Context: an optimization exercise on an open-source flow, tuned for small area and a short achievable clock period. The choices shown serve that exercise and are no tape-out recipe. Only simulation tests tie the RTL to the original design; equivalence was not proved. No run shown here takes its clock network from TritonCTS; it comes from the design's own scripts or RTL. No driver is modelled on the clock port, so clock power and skew are understated where the tree is cut down; a real chip needs a root buffer or a tree. Power figures rest on the tool's default switching activity, not on a simulated workload.

===== design.v =====
package sb_pkg;
    typedef logic [31:0] inst_t;
    typedef logic [2:0]  fu_id_t;
    typedef logic [4:0]  reg_idx_t;
    typedef logic [4:0]  fu_op_t;
    localparam int num_fu = 4;
    localparam fu_id_t fu_none = 3'd0;
    localparam fu_id_t fu_alu  = 3'd1;
    localparam fu_id_t fu_mem  = 3'd2;
    localparam fu_id_t fu_mul  = 3'd3;
    localparam fu_id_t fu_div  = 3'd4;
    localparam fu_op_t alu_add   = 5'h01;
    localparam fu_op_t alu_sub   = 5'h02;
    localparam fu_op_t alu_and   = 5'h03;
    localparam fu_op_t alu_or    = 5'h04;
    localparam fu_op_t alu_xor   = 5'h05;
    localparam fu_op_t alu_sll   = 5'h06;
    localparam fu_op_t alu_srl   = 5'h07;
    localparam fu_op_t alu_slt   = 5'h08;
    localparam fu_op_t alu_sltu  = 5'h09;
    localparam fu_op_t alu_sra   = 5'h0a;
    localparam fu_op_t alu_imm   = 5'h10;
    localparam fu_op_t alu_lui   = 5'h1b;
    localparam fu_op_t alu_auipc = 5'h1c;
    localparam fu_op_t mem_lb  = 5'b0_000_0;
    localparam fu_op_t mem_lh  = 5'b0_001_0;
    localparam fu_op_t mem_lw  = 5'b0_010_0;
    localparam fu_op_t mem_lbu = 5'b0_100_0;
    localparam fu_op_t mem_lhu = 5'b0_101_0;
    localparam fu_op_t mem_sb  = 5'b0_000_1;
    localparam fu_op_t mem_sh  = 5'b0_001_1;
    localparam fu_op_t mem_sw  = 5'b0_010_1;
    localparam fu_op_t mul_mul    = 5'd0;
    localparam fu_op_t mul_mulh   = 5'd1;
    localparam fu_op_t mul_mulhsu = 5'd2;
    localparam fu_op_t mul_mulhu  = 5'd3;
    localparam fu_op_t div_div    = 5'd0;
    localparam fu_op_t div_divu   = 5'd1;
    localparam fu_op_t div_rem    = 5'd2;
    localparam fu_op_t div_remu   = 5'd3;
    localparam logic [6:0] opc_r     = 7'b0110011;
    localparam logic [6:0] opc_i     = 7'b0010011;
    localparam logic [6:0] opc_load  = 7'b0000011;
    localparam logic [6:0] opc_store = 7'b0100011;
    localparam logic [6:0] opc_lui   = 7'b0110111;
    localparam logic [6:0] opc_auipc = 7'b0010111;
    localparam logic [6:0] f7_base   = 7'h00;
    localparam logic [6:0] f7_muldiv = 7'h01;
    localparam logic [6:0] f7_alt    = 7'h20;
endpackage
module scoreboard_ctrl (
    input  logic                      clk,
    input  logic                      rst,
    input  sb_pkg::inst_t             inst,
    input  logic                      inst_valid,
    input  logic [sb_pkg::num_fu-1:0] fu_done,
    output logic                      issue_ack,
    output logic [sb_pkg::num_fu-1:0] ro_en,
    output sb_pkg::fu_op_t            ro_op,
    output sb_pkg::reg_idx_t          rs1_ctrl,
    output sb_pkg::reg_idx_t          rs2_ctrl,
    output logic                      reg_write,
    output sb_pkg::fu_id_t            wb_fu,
    output sb_pkg::reg_idx_t          rd_ctrl
);
    logic [4:1]      busy;     
    logic [4:1]      pre;      
    logic [4:1]      rdy1;     
    logic [4:1]      rdy2;
    logic [4:1]      done;     
    logic [4:1][4:0] dst;      
    logic [4:1][4:0] src1;
    logic [4:1][4:0] src2;
    logic [4:0]      op1;      
    logic [3:0]      op2;      
    logic [1:0]      op3;      
    logic [1:0]      op4;
    logic [6:0] opc;
    logic [2:0] f3;
    logic [6:0] f7;
    logic [4:0] rd, rs1, rs2;
    assign opc = inst[6:0];
    assign f3  = inst[14:12];
    assign f7  = inst[31:25];
    assign rd  = inst[11:7];
    assign rs1 = inst[19:15];
    assign rs2 = inst[24:20];
    logic is_r, is_i, is_ld, is_st, is_lui, is_auipc;
    assign is_r     = (opc == sb_pkg::opc_r);
    assign is_i     = (opc == sb_pkg::opc_i);
    assign is_ld    = (opc == sb_pkg::opc_load);
    assign is_st    = (opc == sb_pkg::opc_store);
    assign is_lui   = (opc == sb_pkg::opc_lui);
    assign is_auipc = (opc == sb_pkg::opc_auipc);
    logic f7_0, f7_20, f7_1;
    assign f7_0  = (f7 == sb_pkg::f7_base);
    assign f7_20 = (f7 == sb_pkg::f7_alt);
    assign f7_1  = (f7 == sb_pkg::f7_muldiv);
    logic [4:1] val;           
    assign val[1] = (is_r && (f7_0 || (f7_20 && (f3 == 3'h0 || f3 == 3'h5)))) ||
                    (is_i && (f3 == 3'h1 ? f7_0 : (f3 == 3'h5 ? (f7_0 || f7_20) : 1'b1))) ||
                    is_lui || is_auipc;
    assign val[2] = (is_ld && (f3 != 3'h3 && f3 != 3'h6 && f3 != 3'h7)) ||
                    (is_st && !f3[2] && f3 != 3'h3);
    assign val[3] = is_r && f7_1 && !f3[2];
    assign val[4] = is_r && f7_1 &&  f3[2];
    logic [4:0] alu_op;
    logic       alu_alt;
    assign alu_alt = inst[30] && (inst[5] || f3 == 3'h5);
    always_comb begin
        case (f3)
            3'h0:    alu_op = alu_alt ? sb_pkg::alu_sub : sb_pkg::alu_add;
            3'h1:    alu_op = sb_pkg::alu_sll;
            3'h2:    alu_op = sb_pkg::alu_slt;
            3'h3:    alu_op = sb_pkg::alu_sltu;
            3'h4:    alu_op = sb_pkg::alu_xor;
            3'h5:    alu_op = alu_alt ? sb_pkg::alu_sra : sb_pkg::alu_srl;
            3'h6:    alu_op = sb_pkg::alu_or;
            default: alu_op = sb_pkg::alu_and;
        endcase
        if (!inst[5]) alu_op = alu_op | sb_pkg::alu_imm;
        if (inst[2])  alu_op = inst[5] ? sb_pkg::alu_lui : sb_pkg::alu_auipc;
    end
    logic [4:1][4:0] n_dst, n_src1, n_src2;
    logic [4:1]      has_s1, has_s2, has_d;
    assign has_d  = {1'b1, 1'b1, !inst[5], 1'b1};
    assign has_s1 = {1'b1, 1'b1, 1'b1, !inst[2]};
    assign has_s2 = {1'b1, 1'b1, inst[5], inst[5] && !inst[2]};
    always_comb begin
        for (int u = 1; u <= 4; u++) begin
            n_dst[u]  = has_d[u]  ? rd  : 5'd0;
            n_src1[u] = has_s1[u] ? rs1 : 5'd0;
            n_src2[u] = has_s2[u] ? rs2 : 5'd0;
        end
    end
    logic [4:1] wake1, wake2;
    logic       rd_nz, rs1_nz, rs2_nz;
    assign rd_nz  = (rd  != 5'd0);
    assign rs1_nz = (rs1 != 5'd0);
    assign rs2_nz = (rs2 != 5'd0);
    logic [4:1] rs1_hit, rs2_hit, rd_hit;    
    logic [4:1] rd_s1, rd_s2;                
    always_comb begin
        for (int v = 1; v <= 4; v++) begin
            rs1_hit[v] = rs1_nz && (rs1 == dst[v]);
            rs2_hit[v] = rs2_nz && (rs2 == dst[v]);
            rd_hit[v]  = rd_nz  && (rd  == dst[v]);
            rd_s1[v]   = rd_nz  && (rd  == src1[v]);
            rd_s2[v]   = rd_nz  && (rd  == src2[v]);
        end
    end
    logic [4:1] rog;
    logic [4:1][4:1] war;
    always_ff @(posedge clk) begin
        for (int v = 1; v <= 4; v++)
            for (int u = 1; u <= 4; u++)
                if (u != v) begin
                    if (!busy[v])
                        war[v][u] <= has_d[v] && !rog[u] &&
                                     ((rdy1[u] && rd_s1[u]) || (rdy2[u] && rd_s2[u]));
                    else
                        war[v][u] <= war[v][u] && !rog[u];
                end
    end
    logic [4:1] wbg, done_n, war_n, wb_req_n, wbg_n;
    logic [4:0] rd_n;
    always_comb begin
        for (int u = 1; u <= 4; u++) begin
            done_n[u] = busy[u] && !wbg[u] && (done[u] || fu_done[u-1]);
        end
        for (int v = 1; v <= 4; v++) begin
            war_n[v] = 1'b0;
            for (int u = 1; u <= 4; u++)
                if (u != v && war[v][u] && !rog[u])
                    war_n[v] = 1'b1;
        end
    end
    assign wb_req_n = done_n & ~war_n;
    assign wbg_n = {wb_req_n[4] & ~|wb_req_n[3:1], wb_req_n[3] & ~|wb_req_n[2:1],
                    wb_req_n[2] & ~wb_req_n[1], wb_req_n[1]};
    assign rd_n  = ({5{wbg_n[1]}} & dst[1]) | ({5{wbg_n[2]}} & dst[2]) |
                   ({5{wbg_n[3]}} & dst[3]) | ({5{wbg_n[4]}} & dst[4]);
    logic [4:0] rd_q;
    always_ff @(posedge clk or posedge rst) begin
        if (rst) wbg <= '0;
        else     wbg <= wbg_n;
    end
    always_ff @(posedge clk) rd_q <= rd_n;
    logic       waw, pend1, pend2, dec_valid, issue_en;
    logic [4:1] issue;
    assign waw   = |(busy & rd_hit);
    assign pend1 = |(busy & ~wbg & rs1_hit);
    assign pend2 = |(busy & ~wbg & rs2_hit);
    assign dec_valid = |val;
    always_comb begin
        for (int u = 1; u <= 4; u++)
            issue[u] = inst_valid && val[u] && !busy[u] && !(has_d[u] && waw);
    end
    assign issue_en = (inst_valid && !dec_valid) || (|issue);
    always_comb begin
        for (int u = 1; u <= 4; u++) begin
            wake1[u] = pre[u] && (|wbg) && (rd_q == src1[u]);
            wake2[u] = pre[u] && (|wbg) && (rd_q == src2[u]);
        end
    end
    logic [4:1] busy_n, rdy1_n, rdy2_n, rq_n, rog_n;
    always_comb begin
        for (int u = 1; u <= 4; u++) begin
            if (busy[u]) begin
                busy_n[u] = !wbg[u];
                rdy1_n[u] = !rog[u] && !wbg[u] && (rdy1[u] || wake1[u]);
                rdy2_n[u] = !rog[u] && !wbg[u] && (rdy2[u] || wake2[u]);
            end else begin
                busy_n[u] = issue[u];
                rdy1_n[u] = issue[u] && !(has_s1[u] && pend1);
                rdy2_n[u] = issue[u] && !(has_s2[u] && pend2);
            end
        end
    end
    assign rq_n  = rdy1_n & rdy2_n;
    assign rog_n = {rq_n[4] & ~|rq_n[3:1], rq_n[3] & ~|rq_n[2:1], rq_n[2] & ~rq_n[1], rq_n[1]};
    always_ff @(posedge clk or posedge rst) begin
        if (rst) begin
            busy      <= '0;
            rdy1      <= '0;
            rdy2      <= '0;
            rog       <= '0;
            issue_ack <= 1'b0;
        end else begin
            busy      <= busy_n;
            rdy1      <= rdy1_n;
            rdy2      <= rdy2_n;
            rog       <= rog_n;
            issue_ack <= issue_en;
        end
    end
    always_ff @(posedge clk) begin
        for (int u = 1; u <= 4; u++) begin
            if (busy[u]) begin
                pre[u]  <= pre[u] && !rog[u] && !wbg[u];
                done[u] <= !wbg[u] && (done[u] || fu_done[u-1]);
            end else begin
                pre[u]  <= 1'b1;
                done[u] <= 1'b0;
            end
        end
    end
    always_ff @(posedge clk) begin
        for (int u = 1; u <= 4; u++) begin
            if (!busy[u]) begin
                dst[u]  <= n_dst[u];
                src1[u] <= n_src1[u];
                src2[u] <= n_src2[u];
            end
        end
        if (!busy[1]) op1 <= alu_op;
        if (!busy[2]) op2 <= {f3, inst[5]};
        if (!busy[3]) op3 <= f3[1:0];
        if (!busy[4]) op4 <= f3[1:0];
    end
    assign ro_en     = rog;
    assign ro_op     = ({5{rog[1]}} & op1) | ({5{rog[2]}} & {1'b0, op2}) |
                       ({5{rog[3]}} & {3'b0, op3}) | ({5{rog[4]}} & {3'b0, op4});
    assign rs1_ctrl  = ({5{rog[1]}} & src1[1]) | ({5{rog[2]}} & src1[2]) |
                       ({5{rog[3]}} & src1[3]) | ({5{rog[4]}} & src1[4]);
    assign rs2_ctrl  = ({5{rog[1]}} & src2[1]) | ({5{rog[2]}} & src2[2]) |
                       ({5{rog[3]}} & src2[3]) | ({5{rog[4]}} & src2[4]);
    assign reg_write = |wbg;
    assign wb_fu     = {wbg[4], wbg[2] | wbg[3], wbg[1] | wbg[3]};
    assign rd_ctrl   = rd_q;
endmodule

===== flow/run.sh =====
#!/bin/bash
# Standard ORFS layout with these changes:
#  - the port buffers are plain buffers instead of the delay cells
#    buffer_ports picks on its own;
#  - the clock tree is a balanced two-level tree built by flow/manual_cts.tcl
#    (one root buffer, one leaf buffer per group of nearby flops), in place of
#    TritonCTS's H-tree; the rest of the CTS step (legalisation, timing
#    repair) runs unchanged.
set -euo pipefail
here=$(pwd)
export BUFFER_PORTS_ARGS="-buffer_cell sky130_fd_sc_hd__buf_2"
export PRE_CTS_TCL="$here/flow/manual_cts.tcl"
export MCTS_CLK=clk
export MCTS_ROOT=sky130_fd_sc_hd__clkbuf_8
export MCTS_LEAF=sky130_fd_sc_hd__clkbuf_8
export MCTS_NLEAF=8
bash standard.sh > make.log 2>&1

===== flow/manual_cts.tcl =====
# Replaces clock_tree_synthesis with a small two-level clock tree: one root
# buffer next to the clock's loads, driving one leaf buffer per group of flops;
# the flops are grouped by position so each leaf drives a compact cluster.
proc clock_tree_synthesis {args} {
  set block [ord::get_db_block]
  set db [ord::get_db]
  set leaf_master [$db findMaster $::env(MCTS_LEAF)]
  set root_master [$db findMaster $::env(MCTS_ROOT)]
  set nleaf $::env(MCTS_NLEAF)
  set clk [$block findNet $::env(MCTS_CLK)]
  set sinks {}
  foreach it [$clk getITerms] {
    if {[$it isInputSignal]} { lappend sinks $it }
  }
  # group the sinks: sort by x into columns, each column by y into cells
  set pts {}
  foreach it $sinks {
    set inst [$it getInst]
    set loc [$inst getLocation]
    lappend pts [list [lindex $loc 0] [lindex $loc 1] $it]
  }
  set n [llength $pts]
  set ncol [expr {int(ceil(sqrt($nleaf)))}]
  set nrow [expr {int(ceil(double($nleaf) / $ncol))}]
  set pts [lsort -integer -index 0 $pts]
  set groups {}
  set per_col [expr {int(ceil(double($n) / $ncol))}]
  for {set c 0} {$c < $ncol} {incr c} {
    set col [lsort -integer -index 1 [lrange $pts [expr {$c*$per_col}] [expr {($c+1)*$per_col-1}]]]
    set m [llength $col]
    if {$m == 0} continue
    set per_row [expr {int(ceil(double($m) / $nrow))}]
    for {set r 0} {$r < $nrow} {incr r} {
      set g [lrange $col [expr {$r*$per_row}] [expr {($r+1)*$per_row-1}]]
      if {[llength $g]} { lappend groups $g }
    }
  }
  # root buffer at the centroid of all sinks
  set sx 0; set sy 0
  foreach p $pts { incr sx [lindex $p 0]; incr sy [lindex $p 1] }
  set rx [expr {$sx / $n}]; set ry [expr {$sy / $n}]
  set root [odb::dbInst_create $block $root_master clkbuf_root]
  $root setLocation $rx $ry
  $root setPlacementStatus PLACED
  set rnet [odb::dbNet_create $block clknet_root]
  $rnet setSigType CLOCK
  [$root findITerm A] connect $clk
  [$root findITerm X] connect $rnet
  set i 0
  foreach g $groups {
    set gx 0; set gy 0
    foreach p $g { incr gx [lindex $p 0]; incr gy [lindex $p 1] }
    set gx [expr {$gx / [llength $g]}]; set gy [expr {$gy / [llength $g]}]
    set leaf [odb::dbInst_create $block $leaf_master clkbuf_leaf_$i]
    $leaf setLocation $gx $gy
    $leaf setPlacementStatus PLACED
    set lnet [odb::dbNet_create $block clknet_leaf_$i]
    $lnet setSigType CLOCK
    [$leaf findITerm A] connect $rnet
    [$leaf findITerm X] connect $lnet
    foreach p $g {
      set it [lindex $p 2]
      $it disconnect
      $it connect $lnet
    }
    puts "manual cts: leaf $i drives [llength $g] sinks"
    incr i
  }
  puts "manual cts: $n sinks, $i leaf buffers"
  detailed_placement
  set_propagated_clock [all_clocks]
}

===== standard.sh =====
#!/bin/bash
# synth_recipe.tcl (not shown) runs the flow's synth.tcl, then flattens the netlist and writes it again
# the make line also repeats each setting of config.mk as NAME=value (left out here)
make -C /OpenROAD-flow-scripts/flow DESIGN_CONFIG=/design/flow/config.mk WORK_HOME=/design/flow/orfs CLKGATE_MAP_FILE= SYNTH_SCRIPT=/design/flow/synth_recipe.tcl "${@:-finish}"

===== config.mk =====
export PLATFORM = sky130hd
export DESIGN_NAME = scoreboard_ctrl
export DESIGN_NICKNAME = scoreboard_ctrl
export VERILOG_FILES = /design/flow/design.v
export SDC_FILE = /design/flow/constraint.sdc
export NUM_CORES = 4
export LEC_CHECK = 0
export CAP_MARGIN = 20
export CORE_MARGIN = 2
export CORE_UTILIZATION = 70
export SETUP_SLACK_MARGIN = 2.05
export SLEW_MARGIN = 20

===== constraint.sdc =====
create_clock -name core_clock -period 4.5 [get_ports {clk}]
set_input_delay 0.9000 -clock core_clock [delete_from_list [all_inputs] [get_ports {clk}]]
set_output_delay 0.9000 -clock core_clock [all_outputs]
set_load 0.01 [all_outputs]

==> impl_metrics.yaml, run 1 <==
place:
  placedCellCount: 773
  place_ws_ns: 1.33
  dp_hpwl_um: 13000
  gp_congestion: 0.995
  io_buffers: 67
routing:
  vias_per_cell: 6.49
  firstDrtPassIters: 5
  wl_per_cell_um: 23.8
  ant_nets: 0
  drt_iter0_drc: 438
  vias: 5161
  drc: 0
  routed_wl_um: 19000
timing:
  worst_slack_ns: 2.03
  tightest_slew_ns: 0.798
  fmax_ghz: 0.404
  skew_ns: 0.0102
  finalCriticalPeriod_ns: 2.47
  setup_viol: 0
  fin_crit_sh_pct: 55.0
  tns_ns: 0
  rsz0062_at_grt: "true"
  holdWs_ns: 0.446
  final_hold_viol_count: 0
  drv_slew: 0
  max-slew-margin-rel_pct: 46.8
layout:
  fillers: 567
  final_util_pct: 80.7
  layout_commonest_cell: "xnor2_1"
  regArea_um2: 3230
  fin_cells: 795
  layout_common_cells: "xnor2_1 (75), edfxtp_1 (73), xor2_1 (64)"
  layout-drive-gt1-share_pct: 21.5
  nets: 707
  multi_input_area_um2: 3330
  antenna_cells: 0
  area_delta_synth_final_pct: 12.2
worst_setup_path:
  rrSetupSlack_ns: 2.03
  cp-start-kind: "primary input"
  worstReg2RegStart: "busy[2]"
  startpoint: "inst[24]"
  worstSetupEndpoint: "rog[4]"
  worst_ep_required_time_ns: 4.78
  worstPathArrival_ns: 2.76
  cp-end-kind: "flop"
  cp_max_fo: 9
  r2r_cells: 7
  worstSetupPathType: "primary input to flop"
  r2r_end: "rd_q[1]"
synth:
  yosys.area_share.simple_pct: 17.6
  synth_edf_count: 73
  synth_fa_ha_area_share_pct: 0
  synth_cells: 612
  yosysUniqueCellTypes: 61
  syn_nets: 651
  syn_area_um2: 6650
  yosysWarnings: 1
  ys_ff_latch: 119
  ys_seq_area_share_pct: 48.4
  postSynthAreaPerCell_um2: 10.9
  synth_top_family_by_area: "XOR/XNOR gates"
  synth_xor_area_share_pct: 18.4
  synth_ff_type: "edfxtp_1"
  async_flop_share_pct: 17.6
  synthMuxAreaShare_pct: 1.20
  synth-compound-area-share_pct: 10.3
die:
  die_area_um2: 10300
  io_pins: 68
  rows: 35
  die_w_um: 101
  start_util_pct: 71.9
  coreArea_um2: 9240
  die_h_um: 101
global_routing:
  grt.total_usage_pct: 36.0
  grt-ovfl-total: 0
  grt_pass1_wl_um: 27800
  first_global_vias: 4997
  antenna_found_initial: 0
  grt_max_degree: 25
power:
  power.density_nw_per_um2: 484
  peakVddDrop_uv: 402
  cellLeakagePower_nw: 2.98
outcome:
  status: "timing/DRC/antenna clean"
clocking:
  clock_latency_ns: 0.40
  path_clk_slew_ns: 0.09
hold_path:
  hold_class: "flop to flop"
job:
  drv_cap: 0
==> critical path, cell delays in order <==
cell and delay (ns):
clkbuf_4 0.19, xnor2_1 0.15, nand4_1 0.10, nor3_1 0.07, nor4_2 0.53, o221ai_2 0.21, a22o_1 0.27, a2111oi_2 0.33
==> per-stage QoR <==
step	power (mW)	cell area (um^2)
finish	3.61	7460
global route	3.76	7460
CTS	3.54	7190
detailed placement	3.02	6970
global placement	3.00	6970
floorplan	2.60	6670
==> how the worst min path moves through the flow <==
stage / from / end / depth (start not counted)
finish: pre[2] / pre[2] / 2
CTS: pre[2] / pre[2] / 2
detailed placement: pre[2] / pre[2] / 2
floorplan: pre[3] / pre[3] / 2
global placement: pre[2] / pre[2] / 2
global route: pre[3] / pre[3] / 2
==> routing by layer <==
layer  up-vias  routed length, um  GRT usage, %
li1       2283                  -             -
met1      2486               7280          49.8
met2       310               9050          57.4
met3        82               1730          4.42
met4         0                903          16.3
met5         -                  0             0
==> power breakdown <==
part           internal (mW)  switching [mW]  total [mW]
Clock                  0.199           0.321       0.520
Sequential              1.51           0.422        1.93
Combinational          0.492           0.665        1.16
Total                   2.20            1.41        3.61
==> cells in the mapped netlist, drive strengths merged (2+ instances only) <==
cell     instances  area share (%)
nor4            14             1.9
or4              3            0.40
o21ai           17             1.3
dfxtp           25             7.5
o221ai           3            0.40
o2111ai          2            0.53
a211oi           2            0.41
nor2b           23             2.2
a211o            4            0.53
xnor2           76              10
o211ai           2            0.23
and2            11             1.0
a21oi            6            0.45
xor2            64             8.4
nor2            36             2.3
a41oi            4            0.53
buf             28             2.8
a22oi           29             3.3
o32ai            2            0.49
clkbuf          12            0.68
nor3            26             2.3
edfxtp          73              33
mux2i            8             1.2
nand2           43             2.4
inv              9            0.51
nand3           11            0.83
a221o            5            0.75
a22o             3            0.40
or2              5            0.47
nand4           20             1.9
nand2b          11             1.0
dfrtp           21             7.9
==> repair_timing <==
item | CTS | global route
resized for setup | 24 | 44
setup buffers | 1 | 11
pin swaps | 1 | 19
hold buffers | 0 | 0
endpoints found under the setup margin | 25 | 15
==> state kept, by name (all words and copies together), names as in the netlist, 4 cells and up <==
name / flops
dst: 20
rog: 4
src1: 20
rd_q: 5
rdy1: 4
rdy2: 4
done: 4
war: 12
busy: 4
op2: 4
pre: 4
wbg: 4
op1: 5
src2: 20
==> cell families (layout without fill, tap and decap cells) <==
logic type      Yosys count  after routing
mux                       8              8
xor+xnor                140            140
buf+inv                  49            103
compound gates           86             86
flops                   119            119
simple gates            210            210
==> final cells by class <==
cell class,count,share of cell area [%]
multi-input combinational,444,44.7
tap,129,2.16
timing repair buffer,84,7.45
sequential,119,43.4
buffer,10,1.85
inverter,9,0.487
==> run 2, diff against run 1 <==
--- a/config.mk
+++ b/config.mk
@@ -8,5 +8,5 @@
 export CAP_MARGIN = 20
 export CORE_MARGIN = 2
 export CORE_UTILIZATION = 70
-export SETUP_SLACK_MARGIN = 2.05
+export SETUP_SLACK_MARGIN = 1.9
 export SLEW_MARGIN = 20
==> run 2 against run 1 <==
Still clean on timing, DRC and antenna; maximum frequency decreased by 2.1%; synthesized cell count unchanged; worst setup slack got worse by 0.054 ns; power decreased by 1.5%; die area unchanged; sequential cell count unchanged; sequential share of layout area increased by 1.6 points; register-to-register slack improved by 0.04 ns; final cell count decreased by 1.5%; clock power about the same; sequential power about the same; largest cell class is now sequential cells.
==> impl_metrics.yaml, run 2 <==
place:
  gp_congestion: 0.993
  dp_hpwl_um: 13100
  dpl_cell_area_um2: 6950
  io_buffers: 67
layout:
  multi_input_area_um2: 3210
  layout_commonest_cell: "xnor2_1"
  regArea_um2: 3230
  layout-drive-gt1-share_pct: 18.0
  area_delta_synth_final_pct: 7.91
  fin_area_um2: 7170
  fillers: 610
  nets: 695
  layout_common_cells: "xnor2_1 (76), edfxtp_1 (73), xor2_1 (64)"
  antenna_cells: 0
  largest_registers: "dst: 20 flops, src1: 20 flops, src2: 20 flops"
hold_path:
  hold_path_depth: 2
  hp-start: "pre[3]"
  hold_end: "pre[3]"
  hold_class: "flop to flop"
worst_setup_path:
  worstSetupPathType: "primary input to flop"
  worstPathArrival_ns: 2.82
  worstReg2RegStart: "rd_q[3]"
  cp-end-kind: "flop"
  rrSetupSlack_ns: 2.07
  worst_ep_required_time_ns: 4.80
  cp-start-kind: "primary input"
  cp_max_fo: 3
  r2r_end: "rog[3]"
  r2r_cells: 7
timing:
  drv_slew: 0
  final_hold_viol_count: 0
  fin_crit_sh_pct: 56.2
  skew_ns: 0.0132
  fmax_ghz: 0.396
  finalCriticalPeriod_ns: 2.53
  max-slew-margin-rel_pct: 46.8
  rsz0062_at_grt: "true"
  tns_ns: 0
  setup_viol: 0
  tightest_slew_ns: 0.797
routing:
  drt_iter0_drc: 462
  ant_nets: 0
  wl_per_cell_um: 23.4
  firstDrtPassIters: 5
  routed_wl_um: 18300
  vias: 5060
  vias_per_cell: 6.46
  drc: 0
synth:
  yosysWarnings: 1
  synth_top_area_cell: "edfxtp_1"
  syn_area_um2: 6650
  synth.top_cell.area_share_pct: 33.0
  synth_edf_count: 73
  syn_nets: 651
  post-synth-top-count-cell: "xnor2_1"
  synth_ff_type: "edfxtp_1"
  yosysUniqueCellTypes: 61
  yosys-top-cells-area: "edfxtp_1 (33%), xnor2_1 (10%), xor2_1 (8.4%)"
  ys_top_cells_by_count: "xnor2_1 (76), edfxtp_1 (73), xor2_1 (64)"
  ys_ff_latch: 119
  async_flop_share_pct: 17.6
  ys_seq_area_share_pct: 48.4
  synth_cells: 612
  postSynthAreaPerCell_um2: 10.9
die:
  io_pins: 68
  coreArea_um2: 9240
  die_area_um2: 10300
  rows: 35
  start_util_pct: 71.9
  die_w_um: 101
  die_h_um: 101
global_routing:
  antenna_found_initial: 0
  grt_max_degree: 25
  grt-ovfl-total: 0
  first_global_vias: 4962
  grt.total_usage_pct: 35.6
  grt_pass1_wl_um: 27500
job:
  drv_cap: 0
power:
  peakVddDrop_uv: 418
  cellLeakagePower_nw: 2.86
  power.density_nw_per_um2: 496
outcome:
  status: "timing/DRC/antenna clean"
clocking:
  postCtsSetupBuffers: 0
  clock_latency_ns: 0.41
  cts_hold_buffers: 0
  path_clk_slew_ns: 0.09
## run 2: cell count changes in the layout (fill, tap and decap cells not counted), moves of 3 or more
cell | before | now
buf_2 | 55 | 61
buf_4 | 16 | 6
buf_8 | 4 | 0
clkbuf_4 | 5 | 1
nor3_1 | 16 | 20
nor3_2 | 9 | 6
nor4_2 | 1 | 4
## run 2: kinds of logic (layout without fill, tap and decap cells)
logic type / after synthesis / count (layout) / synth area share, %
AOI/OAI and AO/OA: 86 / 86 / 10.3
and+or+nand+nor: 210 / 210 / 17.6
xor gates and xnor gates: 140 / 140 / 18.4
buffers and inverters: 49 / 91 / 3.99
DFF: 119 / 119 / 48.4
muxes: 8 / 8 / 1.20
## run 2: cell type report
cell class / instances / area share, %
flip-flops and latches: 119 / 45.0
plain buffers: 10 / 1.92
multi-input cells: 444 / 44.7
inverters: 9 / 0.471
repair buffers: 72 / 5.62
well taps: 129 / 2.25
## run 2: per-layer routing
layer | global-route usage (%) | vias up | part of all wire [%]
met1 | 48.4 | 2437 | 38
met2 | 58.2 | 297 | 48
met4 | 14.1 | 0 | 4.6
met3 | 5.24 | 73 | 9.6
li1 | - | 2253 | -
met5 | 0 | - | 0
## run 2: repair_timing
item,in CTS,in global routing
pin swaps,0,1
resized for setup,10,16
endpoints found under the setup margin,17,3
## run 2: critical path, cell delays in order
cell       delay (ns)
buf_2            0.11
nor4bb_2         0.37
nand2_1          0.20
nor3_2           0.29
and4_1           0.28
o221ai_1         0.16
a22o_1           0.26
a2111oi_2        0.27
## run 2: where the power goes
group	leakage (nW)	internal, mW	switching [mW]
registers	1.26	1.51	0.413
logic	1.53	0.471	0.642
clock network	0.0719	0.199	0.322
total	2.86	2.18	1.38
## run 2: worst max-delay path by stage
stage	startpoint	to	slack (ns)	cells past startpoint
after floorplan	inst[8]	rog[3]	1.81	7
after global placement	inst[11]	rog[3]	1.48	8
after detailed placement	inst[11]	rog[4]	1.38	8
after CTS	inst[23]	rog[4]	1.91	8
after global routing	inst[3]	rog[4]	1.84	8
final	inst[3]	rog[4]	1.97	8
## run 2: through the flow
step                      std cells  hold WS, ns  total power, mW  worst slack, ns  utilization [%]
final                           783        0.443             3.56             1.97             77.6
after CTS                       783        0.443             3.53             1.91             76.9
after global placement          773        0.427             2.97             1.48             75.2
after global routing            783        0.458             3.70             1.84             77.6
after floorplan                 612        0.416             2.60             1.81                -
after detailed placement        773        0.430             3.02             1.38             75.2
==> run 3, diff against run 2 <==
--- a/config.mk
+++ b/config.mk
@@ -8,5 +8,6 @@
 export CAP_MARGIN = 20
 export CORE_MARGIN = 2
 export CORE_UTILIZATION = 70
-export SETUP_SLACK_MARGIN = 1.9
+export PLACE_DENSITY = 0.7
+export SETUP_SLACK_MARGIN = 2.0
 export SLEW_MARGIN = 20
==> run 3 against run 2 <==
Largest cell class is now multi-input gates; synthesized area unchanged; still clean; hold slack improved by 0.0060 ns; sequential cell count stayed put; die area unchanged; final cell count increased by 0.13%; first-iteration DRC count down 17%; utilization up 0.69 points; worst setup slack improved by 0.077 ns; routed wire length is 1.4% lower.
==> impl_metrics.yaml, run 3 <==
die:
  start_util_pct: 71.9
  rows: 35
  die_h_um: 101
  die_w_um: 101
  die_area_um2: 10300
  io_pins: 68
  coreArea_um2: 9240
hold_path:
  hold_class: "flop to flop"
  hold_path_depth: 2
layout:
  final_util_pct: 78.3
  antenna_cells: 0
  area_delta_synth_final_pct: 8.87
  layout_common_cells: "xnor2_1 (76), edfxtp_1 (73), xor2_1 (64)"
  layout-drive-gt1-share_pct: 19.2
  nets: 696
  layout_commonest_cell: "xnor2_1"
  fin_area_um2: 7240
  fillers: 615
  largest_registers: "dst: 20 flops, src1: 20 flops, src2: 20 flops"
global_routing:
  antenna_found_initial: 0
  grt.total_usage_pct: 35.9
  first_global_vias: 5013
  grt-ovfl-total: 0
  grt_pass1_wl_um: 27800
  grt_max_degree: 25
timing:
  drv_slew: 0
  final_hold_viol_count: 0
  tightest_slew_ns: 0.784
  skew_ns: 0.00700
  setup_viol: 0
  fmax_ghz: 0.408
  fin_crit_sh_pct: 54.5
  finalCriticalPeriod_ns: 2.45
  tns_ns: 0
  rsz0062_at_grt: "true"
  max-slew-margin-rel_pct: 47.7
synth:
  yosysUniqueCellTypes: 61
  syn_area_um2: 6650
  synth_ff_type: "edfxtp_1"
  post-synth-top-count-cell: "xnor2_1"
  synth_cells: 612
  ys_seq_area_share_pct: 48.4
  synth_top_area_cell: "edfxtp_1"
  ys_ff_latch: 119
  async_flop_share_pct: 17.6
  synth.top_cell.area_share_pct: 33.0
  ys_top_cells_by_count: "xnor2_1 (76), edfxtp_1 (73), xor2_1 (64)"
  yosys-top-cells-area: "edfxtp_1 (33%), xnor2_1 (10%), xor2_1 (8.4%)"
  postSynthAreaPerCell_um2: 10.9
  synth_edf_count: 73
  yosysWarnings: 1
  syn_nets: 651
worst_setup_path:
  cp-end-kind: "flop"
  worstSetupPathType: "primary input to flop"
  cp.depth: 8
  worst_ep_required_time_ns: 4.78
  worstPathArrival_ns: 2.73
  path_buf_inv: 1
  cp-start-kind: "primary input"
  cpMaxStageDelayCell: "nor4_2"
  cp_max_fo: 9
  slowest_delay_ns: 0.53
  path_delay_family: "simple AND/OR/NAND/NOR gates"
  path_cells: "buf_2, xnor2_1, nand4_1, nor3_1, nor4_2, o211ai_1, a32o_1, and4b_1"
  r2r_cells: 7
routing:
  drc: 0
  ant_nets: 0
  firstDrtPassIters: 5
  wl_per_cell_um: 23.1
  vias_per_cell: 6.35
  routed_wl_um: 18100
  vias: 4977
  drt_iter0_drc: 383
clocking:
  clock_latency_ns: 0.39
  path_clk_slew_ns: 0.09
  cts_hold_buffers: 0
place:
  dpl_cell_area_um2: 6970
  gp_congestion: 0.995
  dp_hpwl_um: 13000
  io_buffers: 67
power:
  peakVddDrop_uv: 404
  cellLeakagePower_nw: 2.88
  power.density_nw_per_um2: 494
outcome:
  status: "timing/DRC/antenna clean"
job:
  drv_cap: 0
[run 3: layer usage]
layer	vias up	global-route usage [%]	share of wire, %
met2	294	57.4	47
met4	0	16.3	4.7
met3	67	4.42	9.2
met5	-	0	0
met1	2359	49.7	39
li1	2257	-	-
[run 3: stage by stage]
stage | cells | hold WS [ns] | setup WS, ns | power, mW
2_1_floorplan | 612 | 0.416 | 1.81 | 2.60
3_3_place_gp | 773 | 0.425 | 1.39 | 3.00
3_5_place_dp | 773 | 0.435 | 1.33 | 3.02
4_1_cts | 784 | 0.449 | 2.01 | 3.53
5_1_grt | 784 | 0.481 | 1.97 | 3.73
6_report | 784 | 0.449 | 2.05 | 3.57
[run 3: cells by family after synthesis]
family | count (synthesis) | share of synthesized area (%)
buf+inv | 49 | 3.99
compound gates | 86 | 10.3
xor+xnor | 140 | 18.4
simple gates | 210 | 17.6
flops | 119 | 48.4
mux | 8 | 1.20
[run 3: cell type report]
| cell class | instances | area, um^2 | share of cell area [%] |
|---|---|---|---|
| Buffer | 10 | 138 | 1.90 |
| Timing Repair Buffer | 73 | 414 | 5.72 |
| Tap cell | 129 | 161 | 2.23 |
| Multi-Input combinational cell | 444 | 3260 | 45.0 |
| Inverter | 9 | 36.3 | 0.501 |
| Sequential cell | 119 | 3230 | 44.6 |
[run 3: power breakdown]
group / switching [mW] / internal, mW
registers: 0.416 / 1.51
clock network: 0.318 / 0.200
logic: 0.649 / 0.479
[run 3: worst min-delay path: cells and delay by family (launching register included)]
| family | cells | cell delay, ns |
|---|---|---|
| and+or+nand+nor | 2 | 0.09 |
| DFF | 1 | 0.32 |
[run 3: worst paths after layout]
path | slack (ns) | to | start
setup / recovery | 2.05 | rog[3] | inst[24]
hold / removal | 0.45 | pre[2] | pre[2]
setup reg to reg | 2.08 | rd_q[1] | busy[2]
hold reg to reg | 0.45 | pre[2] | pre[2]
max in group asynchronous | 3.26 | rog[1] | rst
min in group asynchronous | 0.66 | busy[2] | rst
[run 3: what timing repair did]
item / CTS / global route
setup endpoints to repair: 22 / 10
setup buffers: 1 / 0
pin swaps: 1 / 1
resized for setup: 17 / 20
==> run 4, diff against run 3 <==
--- a/flow/run.sh
+++ b/flow/run.sh
@@ -13,5 +13,5 @@
 export MCTS_CLK=clk
 export MCTS_ROOT=sky130_fd_sc_hd__clkbuf_8
 export MCTS_LEAF=sky130_fd_sc_hd__clkbuf_8
-export MCTS_NLEAF=8
+export MCTS_NLEAF=6
 bash standard.sh > make.log 2>&1
--- a/config.mk
+++ b/config.mk
@@ -8,6 +8,5 @@
 export CAP_MARGIN = 20
 export CORE_MARGIN = 2
 export CORE_UTILIZATION = 70
-export PLACE_DENSITY = 0.7
 export SETUP_SLACK_MARGIN = 2.0
 export SLEW_MARGIN = 20
==> run 4 against run 3 <==
Sequential share of layout area is essentially flat; synthesized cell count is the same; still clean on timing, DRC and antenna; final cell count is 0.13% lower; first-iteration DRC count up 19%; clock power shrank 13%; utilization is 0.068 points higher; die area is the same; sequential cell count stayed put.
==> impl_metrics.yaml, run 4 <==
worst_setup_path:
  path_buf_inv: 2
  worstSetupPathType: "flop to primary output"
  cp_max_fo: 13
  worstPathArrival_ns: 1.57
  worst_ep_required_time_ns: 3.60
  cp-start-kind: "flop"
  slowest_delay_ns: 0.60
  cp-end-kind: "primary output"
  cpMaxStageDelayCell: "dfrtp_4"
  path_cells: "clkbuf_8, a22o_1, buf_2"
  path_delay_family: "flip-flops"
timing:
  max-slew-margin-rel_pct: 46.6
  tightest_slew_ns: 0.800
  drv_slew: 0
  final_hold_viol_count: 0
  tns_ns: 0
  worst_slack_ns: 2.03
  finalCriticalPeriod_ns: 2.47
  fin_crit_sh_pct: 54.8
  setup_viol: 0
  rsz0062_at_grt: "true"
  skew_ns: 0.0109
  fmax_ghz: 0.406
  holdWs_ns: 0.452
job:
  drv_cap: 0
layout:
  fin_cells: 783
  area_delta_synth_final_pct: 8.96
  final_util_pct: 78.4
  nets: 695
  antenna_cells: 0
  layout_common_cells: "xnor2_1 (76), edfxtp_1 (73), xor2_1 (64)"
  fin_area_um2: 7240
  layout_commonest_cell: "xnor2_1"
  multi_input_area_um2: 3270
  layout-drive-gt1-share_pct: 19.3
  regArea_um2: 3230
  fillers: 618
  largest_registers: "dst: 20 flops, src1: 20 flops, src2: 20 flops"
routing:
  drc: 0
  wl_per_cell_um: 23.1
  drt_iter0_drc: 457
  vias: 4974
  ant_nets: 0
  routed_wl_um: 18100
  vias_per_cell: 6.35
  firstDrtPassIters: 5
synth:
  yosysWarnings: 1
  post-synth-top-count-cell: "xnor2_1"
  synth_top_family_by_area: "XOR/XNOR gates"
  synth.top_cell.area_share_pct: 33.0
  synthMuxAreaShare_pct: 1.20
  synth_cells: 612
  synth_top_area_cell: "edfxtp_1"
  synth_fa_ha_area_share_pct: 0
  ys_top_cells_by_count: "xnor2_1 (76), edfxtp_1 (73), xor2_1 (64)"
  postSynthAreaPerCell_um2: 10.9
  ys_seq_area_share_pct: 48.4
  syn_area_um2: 6650
  yosys.area_share.simple_pct: 17.6
  syn_nets: 651
  ys_ff_latch: 119
  async_flop_share_pct: 17.6
  yosys-top-cells-area: "edfxtp_1 (33%), xnor2_1 (10%), xor2_1 (8.4%)"
  yosysUniqueCellTypes: 61
  synth_ff_type: "edfxtp_1"
  synth_edf_count: 73
  synth-compound-area-share_pct: 10.3
  synth_xor_area_share_pct: 18.4
place:
  dpl_cell_area_um2: 6970
  placedCellCount: 773
  dp_hpwl_um: 13000
  io_buffers: 67
  place_ws_ns: 1.33
  gp_congestion: 0.995
outcome:
  status: "timing/DRC/antenna clean"
die:
  coreArea_um2: 9240
  rows: 35
  die_area_um2: 10300
  io_pins: 68
  start_util_pct: 71.9
  die_w_um: 101
  die_h_um: 101
global_routing:
  grt_pass1_wl_um: 27800
  grt.total_usage_pct: 35.8
  first_global_vias: 5009
  antenna_found_initial: 0
  grt_max_degree: 25
  grt-ovfl-total: 0
clocking:
  clock_latency_ns: 0.39
  path_clk_slew_ns: 0.12
  cts_hold_buffers: 0
hold_path:
  hold_class: "flop to flop"
power:
  totalPowerFinal_mw: 3.51
  peakVddDrop_uv: 450
  cellLeakagePower_nw: 2.89
  power.density_nw_per_um2: 485
==> run 4: cell types whose count changed in the layout (fill, tap and decap cells not counted), sizes merged <==
cell	change
buf	+1
clkbuf	-2
==> run 4: kinds of logic after synthesis <==
logic type	Yosys count
flip-flops	119
buffers and inverters	49
multiplexers	8
AO/OA/AOI/OAI	86
AND/OR/NAND/NOR	210
XOR/XNOR	140
==> run 4: worst paths after layout <==
check | start | end | slack (ns) | cells past startpoint
max in group asynchronous | rst | rog[1] | 3.27 | 2
min in group asynchronous | rst | rog[1] | 0.66 | 2
max reg2reg | busy[2] | rd_q[1] | 2.06 | 7
max | rog[1] | ro_op[3] | 2.03 | 3
min reg2reg | pre[2] | pre[2] | 0.45 | 2
min | pre[2] | pre[2] | 0.45 | 2
==> run 4: area by class of cell <==
class / count / share of cell area (%)
buffer: 7 / 1.33
inverter: 9 / 0.501
multi-input combinational: 444 / 45.1
sequential: 119 / 44.6
tap: 129 / 2.23
timing repair buffer: 75 / 6.22
==> run 4: worst min-delay path, stage by stage (launching register included) <==
cell	delay, ns
dfxtp_1	0.33
nand2_1	0.05
nand2_1	0.04
==> run 4: report_power, final <==
| part | switching, mW | internal, mW | total (mW) |
|---|---|---|---|
| combinational | 0.656 | 0.481 | 1.14 |
| clock | 0.306 | 0.143 | 0.449 |
| sequential | 0.416 | 1.51 | 1.93 |
==> run 4: repair_timing <==
action | in CTS | in global routing
setup buffers | 1 | 2
resized for setup | 17 | 26
cloned | 0 | 0
pin swaps | 1 | 4
endpoints found under the setup margin | 22 | 14
==> run 4: metal layers <==
layer	vias to the layer above	global-route usage [%]	routed length [um]
met4	0	14.9	830
met5	-	0	0
li1	2262	-	-
met2	253	58.1	8590
met3	65	4.35	1420
met1	2394	49.4	7250
==> run 5, diff against run 4 <==
--- a/flow/run.sh
+++ b/flow/run.sh
@@ -13,5 +13,5 @@
 export MCTS_CLK=clk
 export MCTS_ROOT=sky130_fd_sc_hd__clkbuf_8
 export MCTS_LEAF=sky130_fd_sc_hd__clkbuf_8
-export MCTS_NLEAF=6
+export MCTS_NLEAF=8
 bash standard.sh > make.log 2>&1
--- a/config.mk
+++ b/config.mk
@@ -6,6 +6,7 @@
 export NUM_CORES = 4
 export LEC_CHECK = 0
 export CAP_MARGIN = 20
+export CORE_ASPECT_RATIO = 0.7
 export CORE_MARGIN = 2
 export CORE_UTILIZATION = 70
 export SETUP_SLACK_MARGIN = 2.0
==> run 5 against run 4 <==
Via count up 5.3%; combinational power is essentially flat; clock power grew 16%; first-iteration DRC count rose by 57%; register-to-register slack worse by 0.05 ns; power grew 2.4%; largest cell class unchanged; synthesized area unchanged; maximum frequency down 2.1%; global-route usage up 1.0 points; worst setup slack worse by 0.052 ns; clock skew is 0.0061 ns higher; sequential cell count did not move.
==> impl_metrics.yaml, run 5 <==
global_routing:
  met1_usage_pct: 53.4
  grt-ovfl-total: 0
  first_global_vias: 4946
  antenna_found_initial: 0
  grt.total_usage_pct: 36.9
  grt_max_degree: 25
  grtUsageMet2_pct: 57.1
  use_met3_pct: 7.38
  top_usage_layer: "met2"
  grt_pass1_wl_um: 28500
routing:
  firstDrtPassIters: 5
  vias_per_cell: 6.67
  routed_wl_um: 18900
  drt_iter0_drc: 716
  ant_nets: 0
  vias: 5240
  wl_per_cell_um: 24.0
  drc: 0
hold_path:
  hold_class: "flop to flop"
place:
  gp_congestion: 1.01
  dpl_cell_area_um2: 6970
  io_buffers: 67
  placedCellCount: 769
  dp_hpwl_um: 13700
timing:
  final_hold_viol_count: 0
  setup_viol: 0
  max-slew-margin-rel_pct: 46.6
  fin_crit_sh_pct: 55.9
  fmax_ghz: 0.397
  tightest_slew_ns: 0.801
  drv_slew: 0
  finalCriticalPeriod_ns: 2.52
  rsz0062_at_grt: "true"
  skew_ns: 0.0170
  tns_ns: 0
synth:
  syn_nets: 651
  yosysWarnings: 1
  synth_top_area_cell: "edfxtp_1"
  yosysUniqueCellTypes: 61
  synth_edf_count: 73
  synth_cells: 612
  synth_ff_type: "edfxtp_1"
  syn_area_um2: 6650
  synth.top_cell.area_share_pct: 33.0
  ys_top_cells_by_count: "xnor2_1 (76), edfxtp_1 (73), xor2_1 (64)"
  async_flop_share_pct: 17.6
  post-synth-top-count-cell: "xnor2_1"
  postSynthAreaPerCell_um2: 10.9
  ys_ff_latch: 119
  yosys-top-cells-area: "edfxtp_1 (33%), xnor2_1 (10%), xor2_1 (8.4%)"
  ys_seq_area_share_pct: 48.4
die:
  io_pins: 68
  die_h_um: 85.5
  coreArea_um2: 9140
  start_util_pct: 72.7
  die_w_um: 120
  rows: 29
  die_area_um2: 10300
layout:
  multi_input_area_um2: 3230
  largest_registers: "dst: 20 flops, src1: 20 flops, src2: 20 flops"
  layout-drive-gt1-share_pct: 18.9
  fin_cells: 786
  area_delta_synth_final_pct: 8.96
  final_util_pct: 79.2
  fillers: 581
  nets: 703
  fin_area_um2: 7240
  regArea_um2: 3220
  layout_common_cells: "xnor2_1 (76), edfxtp_1 (73), xor2_1 (64)"
  layout_commonest_cell: "xnor2_1"
  antenna_cells: 0
clocking:
  path_clk_slew_ns: 0.09
  cts_hold_buffers: 0
  clock_latency_ns: 0.40
power:
  power.density_nw_per_um2: 497
  peakVddDrop_uv: 460
  cellLeakagePower_nw: 2.91
worst_setup_path:
  worstSetupPathType: "primary input to flop"
  cp_max_fo: 17
  crit_top_cell: "buf_4"
  rrSetupSlack_ns: 2.01
  worst_ep_required_time_ns: 4.79
  path_cells: "buf_4, xnor2_1, nand4_1, nor3_2, nor4_4, buf_4, o2111ai_2, o32ai_2, a2111oi_2"
  cp-end-kind: "flop"
  slowest_delay_ns: 0.38
  cpMaxStageDelayCell: "a2111oi_2"
  cp-start-kind: "primary input"
  worstPathArrival_ns: 2.80
job:
  drv_cap: 0
outcome:
  status: "timing/DRC/antenna clean"
## run 5: cell counts after synthesis
No cell type changed its count.
## run 5: stage by stage
step	hold WS, ns	worst slack (ns)	power (mW)
floorplan	0.416	1.81	2.60
global placement	0.427	1.41	2.99
detailed placement	0.432	1.30	3.02
CTS	0.448	2.00	3.54
global route	0.476	1.88	3.74
finish	0.447	1.98	3.60
## run 5: layout make-up
type / instances / share of cell area, %
multi-input combinational: 444 / 44.6
sequential: 119 / 44.5
inverter: 9 / 0.466
tap: 124 / 2.14
buffer: 10 / 1.90
timing repair buffer: 80 / 6.32
## run 5: cells by family (layout without fill, tap and decap cells)
family,after synthesis,in the layout,synth area share [%]
buffers and inverters,49,99,3.99
AND/OR/NAND/NOR,210,210,17.6
AO/OA/AOI/OAI,86,86,10.3
flip-flops,119,119,48.4
multiplexers,8,8,1.20
XOR/XNOR,140,140,18.4
## run 5: where the power goes
part | switching (mW) | total (mW) | internal [mW]
Combinational | 0.670 | 1.15 | 0.483
Clock | 0.321 | 0.520 | 0.200
Sequential | 0.414 | 1.92 | 1.51
## run 5: critical path, delay by kind of cell
kind / cells / cell delay [ns]
compound gates: 3 / 0.85
buf+inv: 2 / 0.43
xor+xnor: 1 / 0.16
simple gates: 3 / 0.45
## run 5: worst paths after layout
| path | from | end | cells past startpoint |
|---|---|---|---|
| hold reg to reg | pre[4] | pre[4] | 2 |
| max in group asynchronous | rst | rog[2] | 2 |
| setup reg to reg | wbg[1] | rog[4] | 7 |
| hold / removal | pre[4] | pre[4] | 2 |
| min in group asynchronous | rst | rog[3] | 2 |
| setup / recovery | inst[8] | rog[4] | 9 |
## run 5: layer usage
layer | up-vias | routed length (um) | share of wire (%)
met2 | 397 | 8440 | 45
met1 | 2509 | 7430 | 39
li1 | 2274 | - | -
met4 | 0 | 595 | 3.1
met5 | - | 0 | 0
met3 | 60 | 2440 | 13
## run 5: timing repair
action | 4_1_cts | 5_1_grt
setup buffers | 2 | 5
resized for setup | 16 | 7
pin swaps | 1 | 2
hold endpoints to repair | 0 | 0
cloned | 0 | 0
setup endpoints to repair | 27 | 8
==> run 6, diff against run 5 <==
--- a/config.mk
+++ b/config.mk
@@ -6,7 +6,6 @@
 export NUM_CORES = 4
 export LEC_CHECK = 0
 export CAP_MARGIN = 20
-export CORE_ASPECT_RATIO = 0.7
 export CORE_MARGIN = 2
 export CORE_UTILIZATION = 70
 export SETUP_SLACK_MARGIN = 2.0
==> run 6 against run 5 <==
Combinational power barely moved; die area fell by 0.12%; global-route usage decreased by 0.94 points; maximum frequency is 2.7% higher; critical path type unchanged; critical endpoint is now rog[3].
==> impl_metrics.yaml, run 6 <==
routing:
  wl_per_cell_um: 23.1
  vias: 4977
  routed_wl_um: 18100
  ant_nets: 0
  firstDrtPassIters: 5
  vias_per_cell: 6.35
  drc: 0
  drt_iter0_drc: 383
worst_setup_path:
  cp-start-kind: "primary input"
  r2r_end: "rd_q[1]"
  worst_ep_required_time_ns: 4.78
  worstSetupPathType: "primary input to flop"
  r2r_cells: 7
  cp-end-kind: "flop"
  worstPathArrival_ns: 2.73
  rrSetupSlack_ns: 2.08
  cp_max_fo: 9
  worstReg2RegStart: "busy[2]"
power:
  comb_power_share_pct: 31.6
  seq_power_share_pct: 53.9
  power.density_nw_per_um2: 494
  p_sw_share_pct: 38.7
  cellLeakagePower_nw: 2.88
  p_int_mw: 2.19
  peakVddDrop_uv: 404
  p_clk_share_pct: 14.5
  totalPowerFinal_mw: 3.57
  p_sw_mw: 1.38
die:
  start_util_pct: 71.9
  die_area_um2: 10300
  coreArea_um2: 9240
  die_w_um: 101
  die_h_um: 101
  rows: 35
  io_pins: 68
timing:
  worst_slack_ns: 2.05
  rsz0062_at_grt: "true"
  finalCriticalPeriod_ns: 2.45
  tns_ns: 0
  fin_crit_sh_pct: 54.5
  max-slew-margin-rel_pct: 47.7
  final_hold_viol_count: 0
  setup_viol: 0
  skew_ns: 0.00700
  fmax_ghz: 0.408
  tightest_slew_ns: 0.784
  drv_slew: 0
synth:
  post-synth-top-count-cell: "xnor2_1"
  synth_top_area_cell: "edfxtp_1"
  ys_top_cells_by_count: "xnor2_1 (76), edfxtp_1 (73), xor2_1 (64)"
  synth_cells: 612
  postSynthAreaPerCell_um2: 10.9
  yosys-top-cells-area: "edfxtp_1 (33%), xnor2_1 (10%), xor2_1 (8.4%)"
  synth_edf_count: 73
  ys_ff_latch: 119
  synth_ff_type: "edfxtp_1"
  async_flop_share_pct: 17.6
  yosysUniqueCellTypes: 61
  ys_seq_area_share_pct: 48.4
  synth.top_cell.area_share_pct: 33.0
  yosysWarnings: 1
  syn_area_um2: 6650
  syn_nets: 651
global_routing:
  grt_max_degree: 25
  grt-ovfl-total: 0
  first_global_vias: 5013
  grt.total_usage_pct: 35.9
  grt_pass1_wl_um: 27800
  antenna_found_initial: 0
layout:
  layout_commonest_cell: "xnor2_1"
  fin_cells: 784
  antenna_cells: 0
  area_delta_synth_final_pct: 8.87
  layout_common_cells: "xnor2_1 (76), edfxtp_1 (73), xor2_1 (64)"
  layout-drive-gt1-share_pct: 19.2
  nets: 696
  largest_registers: "dst: 20 flops, src1: 20 flops, src2: 20 flops"
place:
  place_ws_ns: 1.33
  io_buffers: 67
  dp_hpwl_um: 13000
  gp_congestion: 0.995
  placedCellCount: 773
job:
  drv_cap: 0
clocking:
  path_clk_slew_ns: 0.09
  cts_hold_buffers: 0
  clock_latency_ns: 0.39
hold_path:
  hold_end: "pre[2]"
  hp-start: "pre[2]"
  hold_path_depth: 2
  hold_class: "flop to flop"
outcome:
  status: "timing/DRC/antenna clean"
[run 6: layout make-up]
type	count	area, um^2
multi-input cells	444	3260
flip-flops and latches	119	3230
fillers	615	2000
repair buffers	73	414
well taps	129	161
plain buffers	10	138
inverters	9	36.3
[run 6: critical path, cell delays in order]
cell      delay [ns]
buf_2           0.25
xnor2_1         0.12
nand4_1         0.10
nor3_1          0.07
nor4_2          0.53
o211ai_1        0.23
a32o_1          0.31
and4b_1         0.21
[run 6: how the worst max path moves through the flow]
stage	start	endpoint	slack, ns	cells past startpoint
CTS	inst[11]	rog[4]	2.01	9
global placement	inst[11]	rog[3]	1.39	8
detailed placement	inst[11]	rog[3]	1.33	8
floorplan	inst[7]	rog[3]	1.81	7
global route	inst[11]	rog[4]	1.97	9
finish	inst[24]	rog[3]	2.05	8
[run 6: cells by family after synthesis]
family,Yosys count,synth area share (%)
buffers and inverters,49,3.99
muxes,8,1.20
and+or+nand+nor,210,17.6
xor gates and xnor gates,140,18.4
AOI/OAI and AO/OA,86,10.3
DFF,119,48.4
[run 6: per-stage QoR]
stage / cell area [um^2] / hold WS (ns) / utilization, %
floorplan: 6670 / 0.416 / -
global placement: 6970 / 0.425 / 75.4
detailed placement: 6970 / 0.435 / 75.4
CTS: 7160 / 0.449 / 77.5
global route: 7240 / 0.481 / 78.3
finish: 7240 / 0.449 / 78.3
[run 6: layer usage]
metal / vias to the layer above / track usage [%] / part of all wire [%]
met1: 2359 / 49.7 / 39
met5: - / 0 / 0
li1: 2257 / - / -
met4: 0 / 16.3 / 4.7
met3: 67 / 4.42 / 9.2
met2: 294 / 57.4 / 47
[run 6: repair_timing]
item | CTS | global route
buffers inserted | 1 | 0
endpoints found under the setup margin | 22 | 10
pin swaps | 1 | 1
gates resized for setup | 17 | 20
[run 6: power groups by stage]
stage               clock network [mW]  registers, mW  logic (mW)
floorplan                            0           1.75       0.851
global route                     0.555           1.96        1.22
global placement                     0           1.93        1.07
finish                           0.518           1.93        1.13
CTS                              0.522           1.91        1.10
detailed placement                   0           1.93        1.10
==> run 7, diff against run 6 <==
--- a/config.mk
+++ b/config.mk
@@ -8,5 +8,6 @@
 export CAP_MARGIN = 20
 export CORE_MARGIN = 2
 export CORE_UTILIZATION = 70
+export GPL_TIMING_DRIVEN = 0
 export SETUP_SLACK_MARGIN = 2.0
 export SLEW_MARGIN = 20
==> run 7 against run 6 <==
Largest power group unchanged; first-iteration DRC count rose by 110%; via count rose by 21%; die area did not move.
==> impl_metrics.yaml, run 7 <==
synth:
  ys_top_cells_by_count: "xnor2_1 (76), edfxtp_1 (73), xor2_1 (64)"
  yosysUniqueCellTypes: 61
  async_flop_share_pct: 17.6
  syn_area_um2: 6650
  synth_ff_type: "edfxtp_1"
  syn_nets: 651
  ys_ff_latch: 119
  yosysWarnings: 1
  synth_top_area_cell: "edfxtp_1"
  synth_edf_count: 73
  synth_cells: 612
  synth.top_cell.area_share_pct: 33.0
  post-synth-top-count-cell: "xnor2_1"
  ys_seq_area_share_pct: 48.4
  postSynthAreaPerCell_um2: 10.9
  yosys-top-cells-area: "edfxtp_1 (33%), xnor2_1 (10%), xor2_1 (8.4%)"
timing:
  worst_slack_ns: 1.71
  tns_ns: 0
  setup_viol: 0
  skew_ns: 0.0138
  fin_crit_sh_pct: 62.0
  final_hold_viol_count: 0
  fmax_ghz: 0.359
  drv_slew: 0
  holdWs_ns: 0.448
  rsz0062_at_grt: "true"
  tightest_slew_ns: 0.826
  finalCriticalPeriod_ns: 2.79
  max-slew-margin-rel_pct: 44.9
worst_setup_path:
  path_cells: "buf_2, clkbuf_2, nor2b_1, o21ai_1, a311o_1, a21oi_2, o2111ai_4, a211oi_4, buf_4, a2111oi_4"
  worstReg2RegStart: "busy[3]"
  rrSetupSlack_ns: 1.91
  cp-end-kind: "flop"
  worst_ep_required_time_ns: 4.78
  cp_max_fo: 9
  path_buf_inv: 3
  worstPathArrival_ns: 3.07
  worstSetupPathType: "primary input to flop"
  cpMaxStageDelayCell: "a311o_1"
  cp-start-kind: "primary input"
  r2r_cells: 9
  r2r_end: "rog[4]"
  path_delay_family: "compound AO/OA/AOI/OAI gates"
  slowest_delay_ns: 0.42
global_routing:
  first_global_vias: 5359
  grt-ovfl-total: 0
  antenna_found_initial: 1
  grt_max_degree: 25
  grt.total_usage_pct: 39.6
  grt_pass1_wl_um: 30100
layout:
  layout_common_cells: "edfxtp_1 (73), buf_2 (69), xor2_1 (62)"
  largest_registers: "dst: 20 flops, src1: 20 flops, src2: 20 flops"
  layout_commonest_cell: "edfxtp_1"
  layout-drive-gt1-share_pct: 34.2
  multi_input_area_um2: 3730
  regArea_um2: 3220
  final_util_pct: 90.5
  nets: 766
  area_delta_synth_final_pct: 25.9
  fin_area_um2: 8370
  fillers: 370
die:
  io_pins: 68
  die_h_um: 101
  rows: 35
  coreArea_um2: 9240
  die_w_um: 101
  die_area_um2: 10300
  start_util_pct: 71.9
routing:
  vias_per_cell: 7.05
  drt_iter0_drc: 801
  routed_wl_um: 23700
  vias: 6029
  drc: 0
  firstDrtPassIters: 5
  wl_per_cell_um: 27.7
  ant_nets: 0
clocking:
  clock_latency_ns: 0.41
  path_clk_slew_ns: 0.09
  cts_hold_buffers: 0
hold_path:
  hold_path_depth: 2
  hold_class: "flop to flop"
  hold_end: "pre[4]"
  hp-start: "pre[4]"
power:
  p_sw_mw: 1.63
  peakVddDrop_uv: 413
  p_clk_share_pct: 13.6
  cellLeakagePower_nw: 3.41
  seq_power_share_pct: 48.6
  comb_power_share_pct: 37.8
  p_int_mw: 2.30
  power.density_nw_per_um2: 470
  p_sw_share_pct: 41.5
job:
  drv_cap: 0
place:
  dpl_cell_area_um2: 7170
  io_buffers: 67
  gp_congestion: 1.02
  dp_hpwl_um: 13200
  place_ws_ns: 1.29
outcome:
  status: "timing/DRC/antenna clean"
-- run 7: changes by cell type in the layout (fill, tap and decap cells not counted), sizes merged --
cell | previous run | this run
diode | 0 | 1
buf | 73 | 132
inv | 9 | 6
clkinvlp | 0 | 6
clkbuf | 10 | 18
-- run 7: worst max-delay path by stage --
stage             end      from  cells after the start
2_1_floorplan  rog[3]   inst[7]                      7
3_3_place_gp   rog[3]  inst[24]                      9
3_5_place_dp   rog[3]  inst[24]                      9
4_1_cts        rog[3]  inst[19]                      9
5_1_grt        rog[4]  inst[13]                     10
6_report       rog[4]  inst[13]                     10
-- run 7: tightest hold or removal path, stage by stage, from the launching register on --
cell     delay, ns
dfxtp_1       0.32
nand2_1       0.05
nand2_1       0.04
-- run 7: layout make-up --
type                            count  share of cell area (%)
Timing Repair inverter              3                   0.179
Multi-Input combinational cell    444                    44.6
Buffer                             50                    6.46
Inverter                            9                   0.568
Antenna cell                        1                  0.0299
Timing Repair Buffer              100                    7.72
Tap cell                          129                    1.93
Sequential cell                   119                    38.5
-- run 7: power groups by stage --
| stage | Sequential [mW] | Combinational, mW | Clock (mW) |
|---|---|---|---|
| after global routing | 1.93 | 1.53 | 0.560 |
| final | 1.91 | 1.49 | 0.535 |
| after global placement | 1.82 | 1.14 | 0 |
| after detailed placement | 1.84 | 1.17 | 0 |
| after CTS | 1.84 | 1.29 | 0.523 |
| after floorplan | 1.75 | 0.851 | 0 |
-- run 7: kinds of logic after synthesis --
group / share of synthesized area (%)
simple gates: 17.6
xor+xnor: 18.4
flops: 48.4
compound gates: 10.3
buf+inv: 3.99
mux: 1.20
-- run 7: metal layers --
| layer | global-route usage, % | vias to the layer above | part of all wire [%] |
|---|---|---|---|
| met3 | 7.18 | 186 | 13 |
| met4 | 19.4 | 0 | 8.0 |
| met5 | 0 | - | 0 |
| met1 | 53.2 | 2826 | 33 |
| met2 | 62.6 | 612 | 46 |
| li1 | - | 2405 | - |
-- run 7: through the flow --
stage / std cells / power [mW]
final: 855 / 3.94
after global routing: 854 / 4.02
after CTS: 841 / 3.65
after detailed placement: 808 / 3.01
after global placement: 808 / 2.97
after floorplan: 612 / 2.60
-- run 7: what timing repair did --
| item | CTS | global route |
|---|---|---|
| setup buffers | 20 | 12 |
| pin swaps | 22 | 40 |
| endpoints found under the setup margin | 44 | 23 |
| endpoints found under the hold margin | 0 | 0 |
| gates resized for setup | 81 | 91 |
| cloned | 3 | 1 |
==> run 8, diff against run 7 <==
--- a/config.mk
+++ b/config.mk
@@ -5,9 +5,8 @@
 export SDC_FILE = /design/flow/constraint.sdc
 export NUM_CORES = 4
 export LEC_CHECK = 0
-export CAP_MARGIN = 20
+export CAP_MARGIN = 5
 export CORE_MARGIN = 2
 export CORE_UTILIZATION = 70
-export GPL_TIMING_DRIVEN = 0
 export SETUP_SLACK_MARGIN = 2.0
-export SLEW_MARGIN = 20
+export SLEW_MARGIN = 5
==> run 8 against run 7 <==
Still clean; routed wire length fell by 24%; worst setup slack improved by 0.34 ns; die area is the same; synthesized cell count did not move; register-to-register slack better by 0.17 ns; via count shrank 17%; first-iteration DRC count fell by 52%; global-route usage is 3.7 points lower; sequential share of layout area is 6.2 points higher; critical endpoint is now rog[3]; largest power group unchanged; highest routed layer unchanged.
==> impl_metrics.yaml, run 8 <==
global_routing:
  grt.total_usage_pct: 35.9
  grt_pass1_wl_um: 27800
  first_global_vias: 5013
  antenna_found_initial: 0
  grt_max_degree: 25
  grt-ovfl-total: 0
power:
  power.density_nw_per_um2: 494
  cellLeakagePower_nw: 2.88
  totalPowerFinal_mw: 3.57
  peakVddDrop_uv: 404
worst_setup_path:
  worst_ep_required_time_ns: 4.78
  cp_max_fo: 9
  worstSetupPathType: "primary input to flop"
  worstPathArrival_ns: 2.73
  cp-start-kind: "primary input"
  cp-end-kind: "flop"
layout:
  fillers: 615
  antenna_cells: 0
  fin_cells: 784
  area_delta_synth_final_pct: 8.87
  layout-drive-gt1-share_pct: 19.2
  layout_common_cells: "xnor2_1 (76), edfxtp_1 (73), xor2_1 (64)"
  layout_commonest_cell: "xnor2_1"
  nets: 696
  largest_registers: "dst: 20 flops, src1: 20 flops, src2: 20 flops"
synth:
  ys_seq_area_share_pct: 48.4
  yosysUniqueCellTypes: 61
  synth_top_area_cell: "edfxtp_1"
  post-synth-top-count-cell: "xnor2_1"
  ys_ff_latch: 119
  synth_ff_type: "edfxtp_1"
  postSynthAreaPerCell_um2: 10.9
  synth_cells: 612
  syn_nets: 651
  syn_area_um2: 6650
  async_flop_share_pct: 17.6
  synth_edf_count: 73
  yosys-top-cells-area: "edfxtp_1 (33%), xnor2_1 (10%), xor2_1 (8.4%)"
  ys_top_cells_by_count: "xnor2_1 (76), edfxtp_1 (73), xor2_1 (64)"
  synth.top_cell.area_share_pct: 33.0
  yosysWarnings: 1
die:
  rows: 35
  die_h_um: 101
  coreArea_um2: 9240
  io_pins: 68
  start_util_pct: 71.9
  die_w_um: 101
  die_area_um2: 10300
routing:
  ant_nets: 0
  vias_per_cell: 6.35
  vias: 4977
  firstDrtPassIters: 5
  routed_wl_um: 18100
  drc: 0
  wl_per_cell_um: 23.1
  drt_iter0_drc: 383
place:
  io_buffers: 67
  placedCellCount: 773
  dp_hpwl_um: 13000
  gp_congestion: 0.995
timing:
  drv_slew: 0
  setup_viol: 0
  finalCriticalPeriod_ns: 2.45
  final_hold_viol_count: 0
  rsz0062_at_grt: "true"
  fmax_ghz: 0.408
  tightest_slew_ns: 0.784
  skew_ns: 0.00700
  fin_crit_sh_pct: 54.5
  tns_ns: 0
  max-slew-margin-rel_pct: 47.7
clocking:
  clock_latency_ns: 0.39
  path_clk_slew_ns: 0.09
job:
  drv_cap: 0
outcome:
  status: "timing/DRC/antenna clean"
hold_path:
  hold_class: "flop to flop"
[run 8: cell counts after synthesis]
Identical to the previous run, type by type.
[run 8: logic make-up (layout without fill, tap and decap cells)]
family,after synthesis,in the layout,share of synthesized area [%]
AO/OA/AOI/OAI,86,86,10.3
flip-flops,119,119,48.4
XOR/XNOR,140,140,18.4
buffers and inverters,49,92,3.99
multiplexers,8,8,1.20
AND/OR/NAND/NOR,210,210,17.6
[run 8: metal layers]
layer,track usage (%),vias up,wire (um)
met5,0,-,0
met4,16.3,0,847
li1,-,2257,-
met3,4.42,67,1650
met2,57.4,294,8510
met1,49.7,2359,7060
[run 8: layout make-up]
| class | count | area [um^2] | share of cell area, % |
|---|---|---|---|
| multi-input cells | 444 | 3260 | 45.0 |
| flip-flops and latches | 119 | 3230 | 44.6 |
| well taps | 129 | 161 | 2.23 |
| inverters | 9 | 36.3 | 0.501 |
| repair buffers | 73 | 414 | 5.72 |
| plain buffers | 10 | 138 | 1.90 |
[run 8: path summary, 6_finish.rpt]
| path | start | endpoint | slack [ns] | cells after the start |
|---|---|---|---|---|
| max | inst[24] | rog[3] | 2.05 | 8 |
| min | pre[2] | pre[2] | 0.45 | 2 |
| max reg2reg | busy[2] | rd_q[1] | 2.08 | 7 |
| min reg2reg | pre[2] | pre[2] | 0.45 | 2 |
| max in group asynchronous | rst | rog[1] | 3.26 | 2 |
| min in group asynchronous | rst | busy[2] | 0.66 | 2 |
[run 8: where the power goes]
group | switching (mW) | internal (mW) | total [mW] | leakage [nW]
Combinational | 0.649 | 0.479 | 1.13 | 1.54
Sequential | 0.416 | 1.51 | 1.93 | 1.26
Clock | 0.318 | 0.200 | 0.518 | 0.0719
[run 8: worst max-delay path, cell delays in order]
cell and delay [ns]:
buf_2 0.25, xnor2_1 0.12, nand4_1 0.10, nor3_1 0.07
nor4_2 0.53, o211ai_1 0.23, a32o_1 0.31, and4b_1 0.21
[run 8: what timing repair did]
| item | 4_1_cts | 5_1_grt |
|---|---|---|
| endpoints found under the setup margin | 22 | 10 |
| resized for setup | 17 | 20 |
| pin swaps | 1 | 1 |
| hold buffers | 0 | 0 |
| buffers inserted | 1 | 0 |
[run 8: stage by stage]
stage	util, %	worst slack [ns]	area, um^2	hold WS [ns]
after floorplan	-	1.81	6670	0.416
after global placement	75.4	1.39	6970	0.425
after detailed placement	75.4	1.33	6970	0.435
after CTS	77.5	2.01	7160	0.449
after global routing	78.3	1.97	7240	0.481
final	78.3	2.05	7240	0.449

Setup slack of run 8, layout unchanged: 2.049 ns with ideal ports, 2.019 ns with driving cells assumed (clock clkbuf_16, inputs buf_2), 1.624 ns with port delays also shifted by the 0.421 ns mid clock arrival.
